From an optimization exercise on the open Yosys and OpenROAD flow, aimed at small area; shortcuts taken in it are not production practice. The RTL was checked by simulation tests, not by an equivalence proof against the original design. No activity file was given, so power comes from the tool's default toggle rates.

==> run a <==
==> flow/design.v <==
package rf_pkg;
   localparam int RF_WORD_W = 32;                  
   localparam int RF_ADD_W  = 5;                   
   localparam int RF_BIT_W  = 5;                   
   localparam int RF_CNT_W  = 16;                  
   localparam int RF_REGS   = 32;                  
   typedef logic [RF_WORD_W-1:0] rf_word;
   typedef logic [RF_ADD_W-1:0]  rf_add;
   typedef logic [RF_BIT_W-1:0]  rf_bit;
   typedef logic [RF_CNT_W-1:0]  rf_cnt;
   localparam rf_add RF_ZERO = rf_add'(0);         
endpackage
module see_insert
#(
   parameter bit CNT_EN = 1'b1                     
) (
   input  logic   s_clk_i,                         
   input  logic   arst_n_i,                        
   input  logic   inj_i,                           
   input  rf_pkg::rf_add  inj_add_i,               
   input  rf_pkg::rf_bit  inj_bit_i,               
   output logic [rf_pkg::RF_REGS-1:1] upset_row_o,  
   output rf_pkg::rf_word flip_bit_o,              
   output rf_pkg::rf_cnt  upset_cnt_o              
);
   logic   inj_hit;                                
   assign inj_hit    = inj_i && (inj_add_i != rf_pkg::RF_ZERO);
   assign flip_bit_o = rf_pkg::rf_word'(1) << inj_bit_i;     
   for (genvar i = 1; i < rf_pkg::RF_REGS; i++) begin : g_row
      assign upset_row_o[i] = arst_n_i && inj_i && (inj_add_i == rf_pkg::rf_add'(i));
   end
   if (CNT_EN) begin : g_cnt
      rf_pkg::rf_cnt cnt_q;                        
      always_ff @(posedge s_clk_i or negedge arst_n_i) begin
         if (!arst_n_i) begin
            cnt_q <= '0;
         end else if (inj_hit) begin
            cnt_q <= cnt_q + rf_pkg::rf_cnt'(1);   
         end
      end
      assign upset_cnt_o = cnt_q;
   end else begin : g_no_cnt
      assign upset_cnt_o = '0;                     
   end
endmodule
module register_file
(
   input  logic   s_clk_i,                         
   input  logic   arst_n_i,                        
   input  logic   wb_we_i,                         
   input  rf_pkg::rf_add  wb_add_i,                
   input  rf_pkg::rf_word wb_val_i,                
   input  logic [rf_pkg::RF_REGS-1:1] upset_row_i,  
   input  rf_pkg::rf_word flip_bit_i,              
   input  logic   inj_i,                           
   input  rf_pkg::rf_add  inj_add_i,               
   input  rf_pkg::rf_add  p1_add_i,                
   output rf_pkg::rf_word p1_val_o,                
   input  rf_pkg::rf_add  p2_add_i,                
   output rf_pkg::rf_word p2_val_o                 
);
   logic [rf_pkg::RF_REGS-1:1][rf_pkg::RF_WORD_W-1:0] regs_q;      
   logic [rf_pkg::RF_REGS-1:1] load, hold;         
   logic [rf_pkg::RF_REGS-1:1] sel1, sel2;         
   rf_pkg::rf_word wr_val_n;                       
   logic   same;                                   
   for (genvar i = 1; i < rf_pkg::RF_REGS; i++) begin : g_load
      assign load[i] = !arst_n_i || (wb_we_i && (wb_add_i == rf_pkg::rf_add'(i)));
      assign hold[i] = !load[i];
   end
   assign same     = inj_i && (inj_add_i == wb_add_i);
   assign wr_val_n = ~(arst_n_i ? (wb_val_i ^ (same ? flip_bit_i : '0)) : '0);
   for (genvar i = 1; i < rf_pkg::RF_REGS; i++) begin : g_row
      for (genvar j = 0; j < rf_pkg::RF_WORD_W; j++) begin : g_bit
         rf_cell cell_i (
            .s_clk_i    (s_clk_i),
            .load_i     (load[i]),
            .hold_i     (hold[i]),
            .wr_val_n_i (wr_val_n[j]),
            .flip_i     (upset_row_i[i]),
            .flip_bit_i (flip_bit_i[j]),
            .q_o        (regs_q[i][j])
         );
      end
   end
   for (genvar i = 1; i < rf_pkg::RF_REGS; i++) begin : g_sel
      assign sel1[i] = arst_n_i && (p1_add_i == rf_pkg::rf_add'(i));
      assign sel2[i] = arst_n_i && (p2_add_i == rf_pkg::rf_add'(i));
   end
   for (genvar j = 0; j < rf_pkg::RF_WORD_W; j++) begin : g_rd
      logic [rf_pkg::RF_REGS-1:1] col;             
      for (genvar i = 1; i < rf_pkg::RF_REGS; i++) begin : g_col
         assign col[i] = regs_q[i][j];
      end
      rf_rd_bit rd1_i (.sel_i(sel1), .d_i(col), .y_o(p1_val_o[j]));
      rf_rd_bit rd2_i (.sel_i(sel2), .d_i(col), .y_o(p2_val_o[j]));
   end
endmodule
module rf_cell
(
   input  logic   s_clk_i,                         
   input  logic   load_i,                          
   input  logic   hold_i,                          
   input  logic   wr_val_n_i,                      
   input  logic   flip_i,                          
   input  logic   flip_bit_i,                      
   output logic   q_o                              
);
   logic hold_n;                                   
   logic d;                                        
   rf_flip flip_u (.q_i(q_o), .row_i(flip_i), .col_i(flip_bit_i), .hold_n_o(hold_n));
   rf_oai22 sel_u (.a0_i(hold_i), .a1_i(wr_val_n_i), .b0_i(load_i), .b1_i(hold_n), .y_o(d));
   always_ff @(posedge s_clk_i) begin
      q_o <= d;
   end
endmodule
module rf_flip
(
   input  logic   q_i,
   input  logic   row_i,
   input  logic   col_i,
   output logic   hold_n_o
);
   assign hold_n_o = ~(q_i ^ (row_i & col_i));
endmodule
module rf_oai22
(
   input  logic   a0_i, a1_i, b0_i, b1_i,
   output logic   y_o
);
   assign y_o = ~((a0_i | a1_i) & (b0_i | b1_i));
endmodule
module rf_aoi222
(
   input  logic   a0_i, a1_i, b0_i, b1_i, c0_i, c1_i,
   output logic   y_o
);
   assign y_o = ~((a0_i & a1_i) | (b0_i & b1_i) | (c0_i & c1_i));
endmodule
module rf_rd_bit
(
   input  logic [rf_pkg::RF_REGS-1:1] sel_i,       
   input  logic [rf_pkg::RF_REGS-1:1] d_i,         
   output logic   y_o                              
);
   logic [10:0] t_n;                               
   for (genvar k = 0; k < 10; k++) begin : g_grp
      rf_aoi222 aoi_i (
         .a0_i (sel_i[3*k+1]), .a1_i (d_i[3*k+1]),
         .b0_i (sel_i[3*k+2]), .b1_i (d_i[3*k+2]),
         .c0_i (sel_i[3*k+3]), .c1_i (d_i[3*k+3]),
         .y_o  (t_n[k])
      );
   end
   assign t_n[10] = ~(sel_i[31] & d_i[31]);
   assign y_o = ~&t_n;
endmodule
module rf_top
#(
   parameter bit CNT_EN = 1'b1                     
) (
   input  logic   s_clk_i,                         
   input  logic   arst_n_i,                        
   input  logic   wb_we_i,                         
   input  rf_pkg::rf_add  wb_add_i,                
   input  rf_pkg::rf_word wb_val_i,                
   input  rf_pkg::rf_add  p1_add_i,                
   output rf_pkg::rf_word p1_val_o,                
   input  rf_pkg::rf_add  p2_add_i,                
   output rf_pkg::rf_word p2_val_o,                
   input  logic   inj_i,                           
   input  rf_pkg::rf_add  inj_add_i,               
   input  rf_pkg::rf_bit  inj_bit_i,               
   output rf_pkg::rf_cnt  upset_cnt_o              
);
   logic [rf_pkg::RF_REGS-1:1] upset_row;          
   rf_pkg::rf_word             flip_bit;           
   see_insert #(
      .CNT_EN       (CNT_EN)
   ) see_i (
      .s_clk_i      (s_clk_i),
      .arst_n_i     (arst_n_i),
      .inj_i        (inj_i),
      .inj_add_i    (inj_add_i),
      .inj_bit_i    (inj_bit_i),
      .upset_row_o  (upset_row),
      .flip_bit_o   (flip_bit),
      .upset_cnt_o  (upset_cnt_o)
   );
   register_file rf_i (
      .s_clk_i      (s_clk_i),
      .arst_n_i     (arst_n_i),
      .wb_we_i      (wb_we_i),
      .wb_add_i     (wb_add_i),
      .wb_val_i     (wb_val_i),
      .upset_row_i  (upset_row),
      .flip_bit_i   (flip_bit),
      .inj_i        (inj_i),
      .inj_add_i    (inj_add_i),
      .p1_add_i     (p1_add_i),
      .p1_val_o     (p1_val_o),
      .p2_add_i     (p2_add_i),
      .p2_val_o     (p2_val_o)
   );
endmodule
==> flow/flow/run.sh <==
#!/bin/bash
# Own flow: the standard layout (bash standard.sh) with two changes to how it is made:
#  - the port buffers are plain buffers (sky130_fd_sc_hd__buf_2) in place of the delay
#    cell that buffer_ports picks by itself;
#  - clock tree synthesis uses clkbuf_8, clusters up to 16 flip-flops within 60 um per
#    leaf buffer, and inserts no dummy loads.
# ORFS writes each step's full log under orfs/logs/; standard.sh's own output goes to
# standard.log here.
set -euo pipefail
cd "$(dirname "${BASH_SOURCE[0]}")/.."
cat >> config.mk <<'EOC'
export BUFFER_PORTS_ARGS = -buffer_cell sky130_fd_sc_hd__buf_2
export CTS_ARGS = -sink_clustering_enable -repair_clock_nets -sink_clustering_size 7 -sink_clustering_max_diameter 40 -dont_use_dummy_load -buf_list "sky130_fd_sc_hd__clkbuf_4 sky130_fd_sc_hd__clkbuf_8" -sink_clustering_buffer sky130_fd_sc_hd__clkbuf_4 -root_buf sky130_fd_sc_hd__clkbuf_8
EOC
bash standard.sh > standard.log 2>&1
==> flow/standard.sh <==
#!/bin/bash
# synth_recipe.tcl (not shown) runs the flow's synth.tcl, then flattens the netlist and writes it again
# the make line also repeats each setting of config.mk as NAME=value (left out here)
make -C /OpenROAD-flow-scripts/flow DESIGN_CONFIG=/design/flow/config.mk WORK_HOME=/design/flow/orfs CLKGATE_MAP_FILE= SYNTH_SCRIPT=/design/flow/synth_recipe.tcl "${@:-finish}"
==> flow/config.mk <==
export PLATFORM = sky130hd
export DESIGN_NAME = rf_top
export DESIGN_NICKNAME = rf_top
export VERILOG_FILES = /design/flow/design.v
export SDC_FILE = /design/flow/constraint.sdc
export NUM_CORES = 4
export LEC_CHECK = 0
export CAP_MARGIN = 20
export CELL_PAD_IN_SITES_DETAIL_PLACEMENT = 1
export CELL_PAD_IN_SITES_GLOBAL_PLACEMENT = 1
export CORE_MARGIN = 2
export CORE_UTILIZATION = 35
export CTS_CLUSTER_DIAMETER = 80
export CTS_CLUSTER_SIZE = 24
export SETUP_SLACK_MARGIN = 0.2
export SLEW_MARGIN = 20
export SYNTH_HIERARCHICAL = 1
export BUFFER_PORTS_ARGS = -buffer_cell sky130_fd_sc_hd__buf_2
export CTS_ARGS = -sink_clustering_enable -repair_clock_nets -sink_clustering_size 7 -sink_clustering_max_diameter 40 -dont_use_dummy_load -buf_list "sky130_fd_sc_hd__clkbuf_4 sky130_fd_sc_hd__clkbuf_8" -sink_clustering_buffer sky130_fd_sc_hd__clkbuf_4 -root_buf sky130_fd_sc_hd__clkbuf_8
==> flow/constraint.sdc <==
create_clock -name core_clock -period 5.5 [get_ports {s_clk_i}]
set_input_delay 1.1000 -clock core_clock [delete_from_list [all_inputs] [get_ports {s_clk_i}]]
set_output_delay 1.1000 -clock core_clock [all_outputs]
set_load 0.01 [all_outputs]
==> run b (differences from run a) <==
==> flow/flow/run.sh (replaced) <==
#!/bin/bash
set -euo pipefail
cd "$(dirname "${BASH_SOURCE[0]}")/.."
cat >> config.mk <<'EOC'
export BUFFER_PORTS_ARGS = -buffer_cell sky130_fd_sc_hd__buf_1
export CTS_ARGS = -sink_clustering_enable -repair_clock_nets -sink_clustering_size 16 -sink_clustering_max_diameter 60 -dont_use_dummy_load -buf_list sky130_fd_sc_hd__clkbuf_8
EOC
bash standard.sh > standard.log 2>&1
BUFFER_PORTS_ARGS = -buffer_cell sky130_fd_sc_hd__buf_1   (was -buffer_cell sky130_fd_sc_hd__buf_2)
CTS_ARGS = -sink_clustering_enable -repair_clock_nets -sink_clustering_size 16 -sink_clustering_max_diameter 60 -dont_use_dummy_load -buf_list sky130_fd_sc_hd__clkbuf_8   (was -sink_clustering_enable -repair_clock_nets -sink_clustering_size 7 -sink_clustering_max_diameter 40 -dont_use_dummy_load -buf_list "sky130_fd_sc_hd__clkbuf_4 sky130_fd_sc_hd__clkbuf_8" -sink_clustering_buffer sky130_fd_sc_hd__clkbuf_4 -root_buf sky130_fd_sc_hd__clkbuf_8)
CTS_CLUSTER_DIAMETER = unset   (was 80)
CTS_CLUSTER_SIZE = unset   (was 24)
SETUP_SLACK_MARGIN = 0   (was 0.2)
==> run c (differences from run a) <==
==> flow/flow/run.sh (replaced) <==
#!/bin/bash
# Own flow: the standard layout (bash standard.sh) with two changes to how it is made:
#  - the port buffers are plain buffers (sky130_fd_sc_hd__buf_2) in place of the delay
#    cell that buffer_ports picks by itself;
#  - clock tree synthesis clusters up to 30 flip-flops within 60 um per leaf buffer and
#    inserts no dummy loads.
# ORFS writes each step's full log under orfs/logs/; standard.sh's own output goes to
# standard.log here.
set -euo pipefail
cd "$(dirname "${BASH_SOURCE[0]}")/.."
cat >> config.mk <<'EOC'
export BUFFER_PORTS_ARGS = -buffer_cell sky130_fd_sc_hd__buf_2
export CTS_ARGS = -sink_clustering_enable -repair_clock_nets -sink_clustering_size 30 -sink_clustering_max_diameter 60 -dont_use_dummy_load
EOC
bash standard.sh > standard.log 2>&1
CTS_ARGS = -sink_clustering_enable -repair_clock_nets -sink_clustering_size 30 -sink_clustering_max_diameter 60 -dont_use_dummy_load   (was -sink_clustering_enable -repair_clock_nets -sink_clustering_size 7 -sink_clustering_max_diameter 40 -dont_use_dummy_load -buf_list "sky130_fd_sc_hd__clkbuf_4 sky130_fd_sc_hd__clkbuf_8" -sink_clustering_buffer sky130_fd_sc_hd__clkbuf_4 -root_buf sky130_fd_sc_hd__clkbuf_8)
CTS_CLUSTER_DIAMETER = unset   (was 80)
CTS_CLUSTER_SIZE = unset   (was 24)
SETUP_SLACK_MARGIN = 0.1   (was 0.2)
==> run d (differences from run a) <==
==> flow/flow/run.sh (replaced) <==
#!/bin/bash
set -euo pipefail
cd "$(dirname "${BASH_SOURCE[0]}")/.."
cat >> config.mk <<'EOC'
export BUFFER_PORTS_ARGS = -buffer_cell sky130_fd_sc_hd__buf_2
export CTS_ARGS = -sink_clustering_enable -repair_clock_nets -sink_clustering_size 16 -sink_clustering_max_diameter 60 -dont_use_dummy_load -buf_list sky130_fd_sc_hd__clkbuf_8
EOC
bash standard.sh > standard.log 2>&1
CORE_UTILIZATION = 40   (was 35)
CTS_ARGS = -sink_clustering_enable -repair_clock_nets -sink_clustering_size 16 -sink_clustering_max_diameter 60 -dont_use_dummy_load -buf_list sky130_fd_sc_hd__clkbuf_8   (was -sink_clustering_enable -repair_clock_nets -sink_clustering_size 7 -sink_clustering_max_diameter 40 -dont_use_dummy_load -buf_list "sky130_fd_sc_hd__clkbuf_4 sky130_fd_sc_hd__clkbuf_8" -sink_clustering_buffer sky130_fd_sc_hd__clkbuf_4 -root_buf sky130_fd_sc_hd__clkbuf_8)
CTS_CLUSTER_DIAMETER = unset   (was 80)
CTS_CLUSTER_SIZE = unset   (was 24)
SETUP_SLACK_MARGIN = 0.1   (was 0.2)
==> summary.txt <==
Run d completed without violations. Run c completed without violations. Run a finished clean. Run b finished but fails on negative setup slack. Between run d and run c, the lower combinational power is in run d (gap about 2%, measured against run c). Utilization: run b is lower than run d (5.6 points). Synthesized cell count is the same in run a and run d. In run c the critical path depth is lower than in run d, by 1. Final cell count, lowest first: run d, run c, run b, run a.

[what the ideal ports hide]
How much do the figures lean on ideal ports? The routed layouts below were timed once more, with nothing changed but the port constraints.
Step 1: set_driving_cell puts a clkbuf_16 on s_clk_i and a buf_2 on each other input, an assumption about the parent block.
Step 2 also shifts input and output timing later by t, the mid clock arrival at the registers, as if the neighbouring blocks saw the same clock.
Three values: ideal ports, drivers, drivers and shift; two values: the first two.
| run | shift t [ns] | slack for setup (ns) | worst setup path at the end | latest minus earliest clock arrival (ns) |
|---|---|---|---|---|
| run a | 0.967 | 0.014 / -0.044 / -0.044 | input to output | 0.096 / 0.096 |
| run b | 0.952 | -0.116 / -0.138 / -0.138 | input to output | 0.119 / 0.119 |
| run c | 0.795 | 0.143 / 0.118 / 0.118 | input to output | 0.092 / 0.092 |
| run d | 0.959 | 0.015 / -0.036 / -0.036 | input to output | 0.098 / 0.098 |
With both steps, setup timing fails in run a and run d, where it was met with ideal ports. The setup slack of run a, which loses most, moves by -0.058 ns with the drivers and by -0.058 ns with both steps.
